This design comes from an exercise in tuning for small area on the open sky130 flow, not from production work.
Where RTL was checked, it was by simulation tests only, not by an equivalence proof against the original.
Power is estimated from default activity; no workload was simulated. The flow treats the clock pin as an ideal source, which a real chip does not have.

job 4541:
==> module prach_hb1_sched, before the edit <==
module prach_hb1_sched #(
  parameter int NUM_CHANNEL = 16,
  parameter int CHN_WIDTH   = 8
) (
  input  logic                  clk,
  input  logic                  rst,
  input  logic signed [15:0]    din_dq,
  input  logic                  din_dv,
  input  logic [CHN_WIDTH-1:0]  din_chn,
  input  logic                  sync_in,
  input  logic                  clr_sticky,
  output logic signed [15:0]    dout_dp1,
  output logic signed [15:0]    dout_dp2,
  output logic                  dout_dv,
  output logic [CHN_WIDTH-1:0]  dout_chn,
  output logic                  sync_out,
  output logic                  underrun,
  output logic                  overrun,
  output logic [15:0]           underrun_cnt,
  output logic [15:0]           overrun_cnt
);
  localparam int N = 16;    
  logic [3:0]         slot_r;
  logic               first_frame_r;
  logic [N-1:0]       phase_r;      
  logic [N-1:0]       pending_r;    
  logic [N-1:0][15:0] stage_r;      
  logic [N-1:0][15:0] p1_r;
  logic [N-1:0][15:0] p2_r;
  logic [15:0]        dout_dp1_r;   
  logic [15:0]        dout_dp2_r;
  logic               dout_dv_r;
  logic [3:0]         dout_chn_r;
  logic               sync_out_r;
  logic               underrun_r;
  logic               overrun_r;
  logic               issue_s, underrun_ev_s, overrun_ev_s, din_ok_s;
  logic [3:0]         slot_nxt_s, wpos_s;
  logic [N-1:0]       hit_s, src_ph_s, src_pd_s, comp_s, stw_s;
  assign issue_s       = !sync_in && pending_r[0];
  assign underrun_ev_s = !sync_in && !pending_r[0] && !first_frame_r;
  assign slot_nxt_s    = sync_in ? 4'd0 : slot_r + 4'd1;
  assign din_ok_s      = din_dv && (din_chn[CHN_WIDTH-1:4] == '0);
  assign wpos_s        = din_chn[3:0] - slot_nxt_s;
  always_comb begin
    for (int k = 0; k < N; k++) begin
      src_ph_s[k] = phase_r[(k + 1) % N];
      src_pd_s[k] = (k == N - 1) ? 1'b0 : pending_r[(k + 1) % N];
      hit_s[k]    = din_ok_s && (wpos_s == 4'(k));
      comp_s[k]   = hit_s[k] && !sync_in && src_ph_s[k];
      stw_s[k]    = hit_s[k] && (sync_in || !src_ph_s[k]);
    end
  end
  assign overrun_ev_s = |(comp_s & src_pd_s);
  always_ff @(posedge clk or posedge rst) begin
    if (rst) begin
      slot_r        <= '0;
      first_frame_r <= 1'b1;
      phase_r       <= '0;
      pending_r     <= '0;
    end else begin
      slot_r        <= slot_nxt_s;
      if (sync_in)
        first_frame_r <= 1'b1;
      else if (slot_r == 4'd15)
        first_frame_r <= 1'b0;
      for (int k = 0; k < N; k++) begin
        phase_r[k]   <= hit_s[k] ^ (src_ph_s[k] && !sync_in);
        pending_r[k] <= !sync_in && (comp_s[k] || src_pd_s[k]);
      end
    end
  end
  logic [15:0]  din_n_s;
  logic [N-1:0] stw_n_s, comp_n_s;
  logic [N-1:0][15:0] stage_d, p1_d, p2_d;
  assign din_n_s  = ~din_dq;
  assign stw_n_s  = ~stw_s;
  assign comp_n_s = ~comp_s;
  for (genvar gk = 0; gk < N; gk++) begin : g_pos
    localparam int NX = (gk + 1) % N;    
    localparam bit EV = (gk % 2 == 0);   
    for (genvar gb = 0; gb < 16; gb++) begin : g_bit
      prach_hb1_sched_oai22 u_st (
        .a(stage_r[NX][gb]), .a_blk(stw_s[gk]),
        .b(EV ? din_n_s[gb] : din_dq[gb]), .b_blk(stw_n_s[gk]),
        .y(stage_d[gk][gb]));
      prach_hb1_sched_oai22 u_p1 (
        .a(p1_r[NX][gb]), .a_blk(comp_s[gk]),
        .b(EV ? din_n_s[gb] : din_dq[gb]), .b_blk(comp_n_s[gk]),
        .y(p1_d[gk][gb]));
      prach_hb1_sched_oai22 u_p2 (
        .a(p2_r[NX][gb]), .a_blk(comp_s[gk]),
        .b(stage_r[NX][gb]), .b_blk(comp_n_s[gk]),
        .y(p2_d[gk][gb]));
    end
  end
  always_ff @(posedge clk) begin
    for (int k = 0; k < N; k++) begin
      stage_r[k] <= stage_d[k];
      p1_r[k]    <= p1_d[k];
      p2_r[k]    <= p2_d[k];
    end
    dout_dp1_r <= p1_r[0];
    dout_dp2_r <= p2_r[0];
  end
  always_ff @(posedge clk or posedge rst) begin
    if (rst) begin
      dout_dv_r  <= 1'b0;
      dout_chn_r <= '0;
      sync_out_r <= 1'b0;
    end else begin
      dout_dv_r  <= issue_s;
      dout_chn_r <= slot_r;
      sync_out_r <= (slot_r == 4'd0);
    end
  end
  always_ff @(posedge clk or posedge rst) begin
    if (rst) begin
      underrun_r <= 1'b0;
      overrun_r  <= 1'b0;
    end else begin
      underrun_r <= underrun_ev_s | (underrun_r & ~clr_sticky);
      overrun_r  <= overrun_ev_s  | (overrun_r  & ~clr_sticky);
    end
  end
  assign dout_dp1 = dout_dv_r ? dout_dp1_r : 16'd0;
  assign dout_dp2 = dout_dv_r ? dout_dp2_r : 16'd0;
  assign dout_dv  = dout_dv_r;
  assign dout_chn = CHN_WIDTH'(dout_chn_r);
  assign sync_out = sync_out_r;
  assign underrun = underrun_r;
  assign overrun  = overrun_r;
  logic [15:0] underrun_cnt_r;
  logic [15:0] overrun_cnt_r;
  function automatic logic [15:0] sat_inc(input logic [15:0] v);
    sat_inc = (v == 16'hFFFF) ? v : (v + 16'd1);
  endfunction
  always_ff @(posedge clk or posedge rst) begin
    if (rst) begin
      underrun_cnt_r <= 16'd0;
      overrun_cnt_r  <= 16'd0;
    end else if (clr_sticky) begin
      underrun_cnt_r <= {15'd0, underrun_ev_s};
      overrun_cnt_r  <= {15'd0, overrun_ev_s};
    end else begin
      if (underrun_ev_s) begin
        underrun_cnt_r <= sat_inc(underrun_cnt_r);
      end
      if (overrun_ev_s) begin
        overrun_cnt_r <= sat_inc(overrun_cnt_r);
      end
    end
  end
  assign underrun_cnt = underrun_cnt_r;
  assign overrun_cnt  = overrun_cnt_r;
endmodule
export LEC_CHECK = 0
export CAP_MARGIN = 0
export CORE_MARGIN = 2
export CORE_UTILIZATION = 60
export SLEW_MARGIN = 0
export SYNTH_HIERARCHICAL = 1
export SYNTH_MINIMUM_KEEP_SIZE = 0
create_clock -name core_clock -period 5.0 [get_ports {clk}]
standard.sh (not shown) runs the stock make flow with config.mk's settings and CLKGATE_MAP_FILE= SYNTH_SCRIPT=/design/flow/synth_recipe.tcl, a recipe that flattens the netlist after the stock synthesis.
==> flow/flow/run.sh <==
#!/bin/bash
set -e
export BUFFER_PORTS_ARGS="-buffer_cell sky130_fd_sc_hd__buf_1"
export CTS_ARGS="-sink_clustering_enable -repair_clock_nets -dont_use_dummy_load -sink_clustering_size 30 -sink_clustering_max_diameter 100 -buf_list {sky130_fd_sc_hd__clkbuf_8 sky130_fd_sc_hd__clkbuf_16}"
bash standard.sh > standard.log 2>&1
> inputs changed (job 4541 -> job 5590)
--- a/flow/design.v
+++ b/flow/design.v
@@ -29,5 +29,5 @@
   logic [N-1:0][15:0] p2_r;
   logic [15:0]        dout_dp1_r;   
-  logic [15:0]        dout_dp2_r;
+  logic               defer_r;      
   logic               dout_dv_r;
   logic [3:0]         dout_chn_r;
@@ -72,9 +72,16 @@
   end
   logic [15:0]  din_n_s;
-  logic [N-1:0] stw_n_s, comp_n_s;
+  logic [N-1:0] stw_n_s, ld2_s, ld2_n_s;
   logic [N-1:0][15:0] stage_d, p1_d, p2_d;
   assign din_n_s  = ~din_dq;
   assign stw_n_s  = ~stw_s;
-  assign comp_n_s = ~comp_s;
+  always_comb begin
+    for (int k = 0; k < N; k++) begin
+      if (k == N - 1)      ld2_s[k] = 1'b0;
+      else if (k == N - 2) ld2_s[k] = comp_s[k] || defer_r;
+      else                 ld2_s[k] = comp_s[k];
+    end
+  end
+  assign ld2_n_s = ~ld2_s;
   for (genvar gk = 0; gk < N; gk++) begin : g_pos
     localparam int NX = (gk + 1) % N;    
@@ -85,12 +92,17 @@
         .b(EV ? din_n_s[gb] : din_dq[gb]), .b_blk(stw_n_s[gk]),
         .y(stage_d[gk][gb]));
-      prach_hb1_sched_oai22 u_p1 (
-        .a(p1_r[NX][gb]), .a_blk(comp_s[gk]),
-        .b(EV ? din_n_s[gb] : din_dq[gb]), .b_blk(comp_n_s[gk]),
-        .y(p1_d[gk][gb]));
-      prach_hb1_sched_oai22 u_p2 (
-        .a(p2_r[NX][gb]), .a_blk(comp_s[gk]),
-        .b(stage_r[NX][gb]), .b_blk(comp_n_s[gk]),
-        .y(p2_d[gk][gb]));
+      if (gk == N - 1) begin : g_last
+        assign p1_d[gk][gb] = ~(din_dq[gb] | !comp_s[gk]);
+        assign p2_d[gk][gb] = ~p2_r[NX][gb];
+      end else begin : g_mid
+        prach_hb1_sched_oai22 u_p1 (
+          .a(p1_r[NX][gb]), .a_blk(comp_s[gk]),
+          .b(EV ? din_n_s[gb] : din_dq[gb]), .b_blk(!comp_s[gk]),
+          .y(p1_d[gk][gb]));
+        prach_hb1_sched_oai22 u_p2 (
+          .a(p2_r[NX][gb]), .a_blk(ld2_s[gk]),
+          .b(stage_r[NX][gb]), .b_blk(ld2_n_s[gk]),
+          .y(p2_d[gk][gb]));
+      end
     end
   end
@@ -102,5 +114,5 @@
     end
     dout_dp1_r <= p1_r[0];
-    dout_dp2_r <= p2_r[0];
+    defer_r    <= comp_s[N-1];
   end
   always_ff @(posedge clk or posedge rst) begin
@@ -125,5 +137,5 @@
   end
   assign dout_dp1 = dout_dv_r ? dout_dp1_r : 16'd0;
-  assign dout_dp2 = dout_dv_r ? dout_dp2_r : 16'd0;
+  assign dout_dp2 = dout_dv_r ? ~p2_r[N-1] : 16'd0;
   assign dout_dv  = dout_dv_r;
   assign dout_chn = CHN_WIDTH'(dout_chn_r);
Notes after the runs:
Compare job 4541 and job 5590 | normalized max-slew margin lower: job 5590
[job 5590] final worst-path cycle share fell 1.6 points relative to job 4541
NOTE: time the worst path needs with I/O delays and setup in job 5590 falls short of that of job 4541
When job 5590 is measured against job 4541, its area taken by flip-flops and latches turns out 300 µm² lower.
Looking at job 4541 and job 5590, the switching fraction of total power is a wash.
Xor-xnor portion of the synthesized cell area: job 4541 vs job 5590 — no meaningful difference
Job 5590 has final area below what job 4541 had.
Of the two values seen for timing startpoint of the critical path, sync_in was produced by job 5590 and slot_r[0] by job 4541.
Job 5590 finished end to end and its layout was clean on timing, DRC and antenna.
[job 5590] number of violations reported at the end of detailed-routing iteration 0 rose 7.3% relative to job 4541
Compared with job 4541, job 5590 has extra setup slack.
Post-synthesis sequential element count came out lower on job 5590 than on job 4541.
Job 5590 vs job 4541 — wire length dropped by a few percent

lane 5:
The RTL this note starts from:
==> flow/design.v <==
module prach_hb1_sched #(
  parameter int NUM_CHANNEL = 16,
  parameter int CHN_WIDTH   = 8
) (
  input  logic                  clk,
  input  logic                  rst,
  input  logic signed [15:0]    din_dq,
  input  logic                  din_dv,
  input  logic [CHN_WIDTH-1:0]  din_chn,
  input  logic                  sync_in,
  input  logic                  clr_sticky,
  output logic signed [15:0]    dout_dp1,
  output logic signed [15:0]    dout_dp2,
  output logic                  dout_dv,
  output logic [CHN_WIDTH-1:0]  dout_chn,
  output logic                  sync_out,
  output logic                  underrun,
  output logic                  overrun,
  output logic [15:0]           underrun_cnt,
  output logic [15:0]           overrun_cnt
);
  localparam int N = 16;    
  logic [3:0]         slot_r;
  logic               first_frame_r;
  logic [N-1:0]       phase_r;      
  logic [N-1:0]       pending_r;    
  logic [N-1:0][15:0] stage_r;      
  logic [N-1:0][15:0] p1_r;
  logic [N-1:0][15:0] p2_r;
  logic [15:0]        dout_dp1_r;   
  logic               defer_r;      
  logic               dout_dv_r;
  logic [3:0]         dout_chn_r;
  logic               sync_out_r;
  logic               underrun_r;
  logic               overrun_r;
  logic               issue_s, underrun_ev_s, overrun_ev_s, din_ok_s;
  logic [3:0]         slot_nxt_s;
  logic [N-1:0]       hit_s, src_ph_s, src_pd_s, comp_s, stw_s;
  logic [N-1:0]       comp_n_s, stw_n_s, phase_d_s, pending_d_s, ov_s;
  assign issue_s       = !sync_in && pending_r[0];
  assign underrun_ev_s = !sync_in && !pending_r[0] && !first_frame_r;
  assign slot_nxt_s    = sync_in ? 4'd0 : slot_r + 4'd1;
  assign din_ok_s      = din_dv && (din_chn[CHN_WIDTH-1:4] == '0);
  prach_hb1_sched_dec u_dec (
    .chn(din_chn[3:0]), .ok(din_ok_s), .slot(slot_r), .sync(sync_in),
    .hit(hit_s));
  always_comb begin
    for (int k = 0; k < N; k++) begin
      src_ph_s[k] = phase_r[(k + 1) % N];
      src_pd_s[k] = (k == N - 1) ? 1'b0 : pending_r[(k + 1) % N];
    end
  end
  logic sync_n_s;
  assign sync_n_s = !sync_in;
  for (genvar gk = 0; gk < N; gk++) begin : g_ctl
    prach_hb1_sched_posctl u_ctl (
      .hit(hit_s[gk]), .src_ph(src_ph_s[gk]), .src_pd(src_pd_s[gk]),
      .sync_n(sync_n_s),
      .comp(comp_s[gk]), .comp_n(comp_n_s[gk]),
      .stw(stw_s[gk]), .stw_n(stw_n_s[gk]),
      .phase_d(phase_d_s[gk]), .pending_d(pending_d_s[gk]), .ov(ov_s[gk]));
  end
  assign overrun_ev_s = |ov_s;
  always_ff @(posedge clk or posedge rst) begin
    if (rst) begin
      slot_r        <= '0;
      first_frame_r <= 1'b1;
      phase_r       <= '0;
      pending_r     <= '0;
    end else begin
      slot_r        <= slot_nxt_s;
      if (sync_in)
        first_frame_r <= 1'b1;
      else if (slot_r == 4'd15)
        first_frame_r <= 1'b0;
      for (int k = 0; k < N; k++) begin
        phase_r[k]   <= phase_d_s[k];
        pending_r[k] <= pending_d_s[k];
      end
    end
  end
  logic [15:0]  din_n_s;
  logic [N-1:0] ld2_s, ld2_n_s;
  logic [N-1:0][15:0] stage_d, p1_d, p2_d;
  assign din_n_s  = ~din_dq;
  always_comb begin
    for (int k = 0; k < N; k++) begin
      if (k == N - 1)      ld2_s[k] = 1'b0;
      else if (k == N - 2) ld2_s[k] = comp_s[k] || defer_r;
      else                 ld2_s[k] = comp_s[k];
    end
  end
  assign ld2_n_s = ~ld2_s;
  for (genvar gk = 0; gk < N; gk++) begin : g_pos
    localparam int NX = (gk + 1) % N;    
    localparam bit EV = (gk % 2 == 0);   
    for (genvar gb = 0; gb < 16; gb++) begin : g_bit
      prach_hb1_sched_oai22 u_st (
        .a(stage_r[NX][gb]), .a_blk(stw_s[gk]),
        .b(EV ? din_n_s[gb] : din_dq[gb]), .b_blk(stw_n_s[gk]),
        .y(stage_d[gk][gb]));
      if (gk == N - 1) begin : g_last
        assign p1_d[gk][gb] = ~(din_dq[gb] | comp_n_s[gk]);
        assign p2_d[gk][gb] = ~p2_r[NX][gb];
      end else begin : g_mid
        prach_hb1_sched_oai22 u_p1 (
          .a(p1_r[NX][gb]), .a_blk(comp_s[gk]),
          .b(EV ? din_n_s[gb] : din_dq[gb]), .b_blk(comp_n_s[gk]),
          .y(p1_d[gk][gb]));
        prach_hb1_sched_oai22 u_p2 (
          .a(p2_r[NX][gb]), .a_blk(ld2_s[gk]),
          .b(stage_r[NX][gb]), .b_blk(ld2_n_s[gk]),
          .y(p2_d[gk][gb]));
      end
    end
  end
  always_ff @(posedge clk) begin
    for (int k = 0; k < N; k++) begin
      stage_r[k] <= stage_d[k];
      p1_r[k]    <= p1_d[k];
      p2_r[k]    <= p2_d[k];
    end
    dout_dp1_r <= p1_r[0];
    defer_r    <= comp_s[N-1];
  end
  always_ff @(posedge clk or posedge rst) begin
    if (rst) begin
      dout_dv_r  <= 1'b0;
      dout_chn_r <= '0;
      sync_out_r <= 1'b0;
    end else begin
      dout_dv_r  <= issue_s;
      dout_chn_r <= slot_r;
      sync_out_r <= (slot_r == 4'd0);
    end
  end
  always_ff @(posedge clk or posedge rst) begin
    if (rst) begin
      underrun_r <= 1'b0;
      overrun_r  <= 1'b0;
    end else begin
      underrun_r <= underrun_ev_s | (underrun_r & ~clr_sticky);
      overrun_r  <= overrun_ev_s  | (overrun_r  & ~clr_sticky);
    end
  end
  assign dout_dp1 = dout_dv_r ? dout_dp1_r : 16'd0;
  assign dout_dp2 = dout_dv_r ? ~p2_r[N-1] : 16'd0;
  assign dout_dv  = dout_dv_r;
  assign dout_chn = CHN_WIDTH'(dout_chn_r);
  assign sync_out = sync_out_r;
  assign underrun = underrun_r;
  assign overrun  = overrun_r;
  logic [15:0] underrun_cnt_r;
  logic [15:0] overrun_cnt_r;
  function automatic logic [15:0] sat_inc(input logic [15:0] v);
    sat_inc = (v == 16'hFFFF) ? v : (v + 16'd1);
  endfunction
  always_ff @(posedge clk or posedge rst) begin
    if (rst) begin
      underrun_cnt_r <= 16'd0;
      overrun_cnt_r  <= 16'd0;
    end else if (clr_sticky) begin
      underrun_cnt_r <= {15'd0, underrun_ev_s};
      overrun_cnt_r  <= {15'd0, overrun_ev_s};
    end else begin
      if (underrun_ev_s) begin
        underrun_cnt_r <= sat_inc(underrun_cnt_r);
      end
      if (overrun_ev_s) begin
        overrun_cnt_r <= sat_inc(overrun_cnt_r);
      end
    end
  end
  assign underrun_cnt = underrun_cnt_r;
  assign overrun_cnt  = overrun_cnt_r;
endmodule
module prach_hb1_sched_oai22 (
  input  logic a,
  input  logic a_blk,
  input  logic b,
  input  logic b_blk,
  output logic y
);
  assign y = ~((a | a_blk) & (b | b_blk));
endmodule
module prach_hb1_sched_posctl (
  input  logic hit,
  input  logic src_ph,
  input  logic src_pd,
  input  logic sync_n,
  output logic comp,
  output logic comp_n,
  output logic stw,
  output logic stw_n,
  output logic phase_d,
  output logic pending_d,
  output logic ov
);
  logic held;    
  prach_hb1_sched_g_and2  u_held (.a(src_ph), .b(sync_n), .y(held));
  prach_hb1_sched_g_nand2 u_cn   (.a(hit), .b(held), .y(comp_n));
  prach_hb1_sched_g_inv   u_c    (.a(comp_n), .y(comp));
  prach_hb1_sched_g_ornb  u_sn   (.a(held), .b_n(hit), .y(stw_n));
  prach_hb1_sched_g_inv   u_s    (.a(stw_n), .y(stw));
  prach_hb1_sched_g_ao21  u_ph   (.a1(held), .a2(comp_n), .b(stw), .y(phase_d));
  prach_hb1_sched_g_oa21  u_pd   (.a1(comp), .a2(src_pd), .b(sync_n), .y(pending_d));
  prach_hb1_sched_g_and2  u_ov   (.a(comp), .b(src_pd), .y(ov));
endmodule
module prach_hb1_sched_g_inv (input logic a, output logic y);
  assign y = ~a;
endmodule
module prach_hb1_sched_g_nand2 (input logic a, b, output logic y);
  assign y = ~(a & b);
endmodule
module prach_hb1_sched_g_and2 (input logic a, b, output logic y);
  assign y = a & b;
endmodule
module prach_hb1_sched_g_ornb (input logic a, b_n, output logic y);
  assign y = a | ~b_n;
endmodule
module prach_hb1_sched_g_ao21 (input logic a1, a2, b, output logic y);
  assign y = (a1 & a2) | b;
endmodule
module prach_hb1_sched_g_oa21 (input logic a1, a2, b, output logic y);
  assign y = (a1 | a2) & b;
endmodule
module prach_hb1_sched_dec (
  input  logic [3:0]  chn,
  input  logic        ok,
  input  logic [3:0]  slot,
  input  logic        sync,
  output logic [15:0] hit
);
  logic [3:0] ofs, pos, pos_n;
  logic [3:1] cy;
  logic [3:0] lo_n, hi_n;
  for (genvar i = 0; i < 4; i++) begin : g_ofs
    prach_hb1_sched_g_nor2 u_o (.a(slot[i]), .b(sync), .y(ofs[i]));
  end
  prach_hb1_sched_g_ha  u_a0 (.a(chn[0]), .b(ofs[0]), .s(pos[0]), .co(cy[1]));
  prach_hb1_sched_g_fa  u_a1 (.a(chn[1]), .b(ofs[1]), .ci(cy[1]), .s(pos[1]), .co(cy[2]));
  prach_hb1_sched_g_fa  u_a2 (.a(chn[2]), .b(ofs[2]), .ci(cy[2]), .s(pos[2]), .co(cy[3]));
  prach_hb1_sched_g_xor3 u_a3 (.a(chn[3]), .b(ofs[3]), .c(cy[3]), .y(pos[3]));
  for (genvar i = 0; i < 4; i++) begin : g_inv
    prach_hb1_sched_g_inv u_i (.a(pos[i]), .y(pos_n[i]));
  end
  for (genvar j = 0; j < 4; j++) begin : g_pre
    prach_hb1_sched_g_nand2 u_lo (
      .a(j[0] ? pos[0] : pos_n[0]), .b(j[1] ? pos[1] : pos_n[1]), .y(lo_n[j]));
    prach_hb1_sched_g_nand3 u_hi (
      .a(ok), .b(j[0] ? pos[2] : pos_n[2]), .c(j[1] ? pos[3] : pos_n[3]), .y(hi_n[j]));
  end
  for (genvar k = 0; k < 16; k++) begin : g_hit
    prach_hb1_sched_g_nor2 u_h (.a(lo_n[k % 4]), .b(hi_n[k / 4]), .y(hit[k]));
  end
endmodule
module prach_hb1_sched_g_nor2 (input logic a, b, output logic y);
  assign y = ~(a | b);
endmodule
module prach_hb1_sched_g_nand3 (input logic a, b, c, output logic y);
  assign y = ~(a & b & c);
endmodule
module prach_hb1_sched_g_xor3 (input logic a, b, c, output logic y);
  assign y = a ^ b ^ c;
endmodule
module prach_hb1_sched_g_ha (input logic a, b, output logic s, co);
  assign s  = a ^ b;
  assign co = a & b;
endmodule
module prach_hb1_sched_g_fa (input logic a, b, ci, output logic s, co);
  assign s  = a ^ b ^ ci;
  assign co = (a & b) | (ci & (a ^ b));
endmodule
Settings: LEC_CHECK=0, CAP_MARGIN=0, CORE_MARGIN=2, CORE_UTILIZATION=60, SLEW_MARGIN=0, SYNTH_HIERARCHICAL=1, SYNTH_MINIMUM_KEEP_SIZE=0; clock period 5.0 ns.
==> flow/flow/run.sh <==
#!/bin/bash
set -e
export REMOVE_ABC_BUFFERS=1
export BUFFER_PORTS_ARGS="-buffer_cell sky130_fd_sc_hd__buf_1"
export CTS_ARGS="-sink_clustering_enable -repair_clock_nets -dont_use_dummy_load -sink_clustering_size 30 -sink_clustering_max_diameter 100 -buf_list {sky130_fd_sc_hd__clkbuf_8 sky130_fd_sc_hd__clkbuf_16}"
bash standard.sh > standard.log 2>&1
Both conditions hold for lane 5: the flow ran to the end and the final layout passed the timing, DRC and antenna checks.
Relative to lane 5, the following input files were edited for lane 2:
--- a/flow/design.v
+++ b/flow/design.v
@@ -32,26 +32,25 @@
   logic               dout_dv_r;
   logic [3:0]         dout_chn_r;
   logic               sync_out_r;
   logic               underrun_r;
   logic               overrun_r;
   logic               issue_s, underrun_ev_s, overrun_ev_s, din_ok_s;
-  logic [3:0]         slot_nxt_s;
+  logic [3:0]         slot_nxt_s, wpos_s;
   logic [N-1:0]       hit_s, src_ph_s, src_pd_s, comp_s, stw_s;
   logic [N-1:0]       comp_n_s, stw_n_s, phase_d_s, pending_d_s, ov_s;
   assign issue_s       = !sync_in && pending_r[0];
   assign underrun_ev_s = !sync_in && !pending_r[0] && !first_frame_r;
   assign slot_nxt_s    = sync_in ? 4'd0 : slot_r + 4'd1;
   assign din_ok_s      = din_dv && (din_chn[CHN_WIDTH-1:4] == '0);
-  prach_hb1_sched_dec u_dec (
-    .chn(din_chn[3:0]), .ok(din_ok_s), .slot(slot_r), .sync(sync_in),
-    .hit(hit_s));
+  assign wpos_s        = din_chn[3:0] - slot_nxt_s;
   always_comb begin
     for (int k = 0; k < N; k++) begin
       src_ph_s[k] = phase_r[(k + 1) % N];
       src_pd_s[k] = (k == N - 1) ? 1'b0 : pending_r[(k + 1) % N];
+      hit_s[k]    = din_ok_s && (wpos_s == 4'(k));
     end
   end
   logic sync_n_s;
   assign sync_n_s = !sync_in;
   for (genvar gk = 0; gk < N; gk++) begin : g_ctl
     prach_hb1_sched_posctl u_ctl (
@@ -222,53 +221,6 @@
 module prach_hb1_sched_g_ao21 (input logic a1, a2, b, output logic y);
   assign y = (a1 & a2) | b;
 endmodule
 module prach_hb1_sched_g_oa21 (input logic a1, a2, b, output logic y);
   assign y = (a1 | a2) & b;
 endmodule
-module prach_hb1_sched_dec (
-  input  logic [3:0]  chn,
-  input  logic        ok,
-  input  logic [3:0]  slot,
-  input  logic        sync,
-  output logic [15:0] hit
-);
-  logic [3:0] ofs, pos, pos_n;
-  logic [3:1] cy;
-  logic [3:0] lo_n, hi_n;
-  for (genvar i = 0; i < 4; i++) begin : g_ofs
-    prach_hb1_sched_g_nor2 u_o (.a(slot[i]), .b(sync), .y(ofs[i]));
-  end
-  prach_hb1_sched_g_ha  u_a0 (.a(chn[0]), .b(ofs[0]), .s(pos[0]), .co(cy[1]));
-  prach_hb1_sched_g_fa  u_a1 (.a(chn[1]), .b(ofs[1]), .ci(cy[1]), .s(pos[1]), .co(cy[2]));
-  prach_hb1_sched_g_fa  u_a2 (.a(chn[2]), .b(ofs[2]), .ci(cy[2]), .s(pos[2]), .co(cy[3]));
-  prach_hb1_sched_g_xor3 u_a3 (.a(chn[3]), .b(ofs[3]), .c(cy[3]), .y(pos[3]));
-  for (genvar i = 0; i < 4; i++) begin : g_inv
-    prach_hb1_sched_g_inv u_i (.a(pos[i]), .y(pos_n[i]));
-  end
-  for (genvar j = 0; j < 4; j++) begin : g_pre
-    prach_hb1_sched_g_nand2 u_lo (
-      .a(j[0] ? pos[0] : pos_n[0]), .b(j[1] ? pos[1] : pos_n[1]), .y(lo_n[j]));
-    prach_hb1_sched_g_nand3 u_hi (
-      .a(ok), .b(j[0] ? pos[2] : pos_n[2]), .c(j[1] ? pos[3] : pos_n[3]), .y(hi_n[j]));
-  end
-  for (genvar k = 0; k < 16; k++) begin : g_hit
-    prach_hb1_sched_g_nor2 u_h (.a(lo_n[k % 4]), .b(hi_n[k / 4]), .y(hit[k]));
-  end
-endmodule
-module prach_hb1_sched_g_nor2 (input logic a, b, output logic y);
-  assign y = ~(a | b);
-endmodule
-module prach_hb1_sched_g_nand3 (input logic a, b, c, output logic y);
-  assign y = ~(a & b & c);
-endmodule
-module prach_hb1_sched_g_xor3 (input logic a, b, c, output logic y);
-  assign y = a ^ b ^ c;
-endmodule
-module prach_hb1_sched_g_ha (input logic a, b, output logic s, co);
-  assign s  = a ^ b;
-  assign co = a & b;
-endmodule
-module prach_hb1_sched_g_fa (input logic a, b, ci, output logic s, co);
-  assign s  = a ^ b ^ ci;
-  assign co = (a & b) | (ci & (a ^ b));
-endmodule
Results
When lane 2 is measured against lane 5, its number of cells on the worst reg-to-reg path turns out 1 higher.
When the final numbers for lane 2 and lane 5 were put side by side, the post-layout minimum cycle time turned out to be smaller in lane 2.
Lane 2: non-clock buffer count lower than lane 5
Lane 2 against lane 5: worst stage delay on the critical path shows a reduction of 0.12 ns, power shows no meaningful change, design area shows no meaningful change, starting density of the core shows no meaningful change, post-detailed-routing wire length shows an increase of 1500 um.
Function not checked in lane 5: the RTL went through the layout flow alone.

[afterwards: timing with drivers on the ports]
No port has a modelled driver above. Below, the same layouts with a new extraction and two added sets of constraints. Step 1: set_driving_cell puts a clkbuf_16 on clk and a buf_2 on each other input, an assumption about the parent block. Step 2 also shifts input and output timing later by t, the mid clock arrival at the registers, as if the neighbouring blocks saw the same clock. Three values: no drivers, after step 1, after step 2; two values: the first two.
run | shift t [ns] | setup slack, ns | worst setup path after step 2 | worst register clock-pin slew, ns | worst data-port slew with drivers (ns)
job 4541 | 0.611 | 0.714 / 0.714 / 0.238 | input to register | 0.12 / 0.12 | 0.03
job 5590 | 0.630 | 0.793 / 0.815 / 0.202 | input to register | 0.11 / 0.11 | 0.03
lane 5 | 0.629 | 0.752 / 0.790 / 0.161 | input to register | 0.11 / 0.11 | 0.03
lane 2 | 0.639 | 0.877 / 0.877 / 0.486 | input to register | 0.11 / 0.11 | 0.06
After both steps every run listed still meets setup and hold.
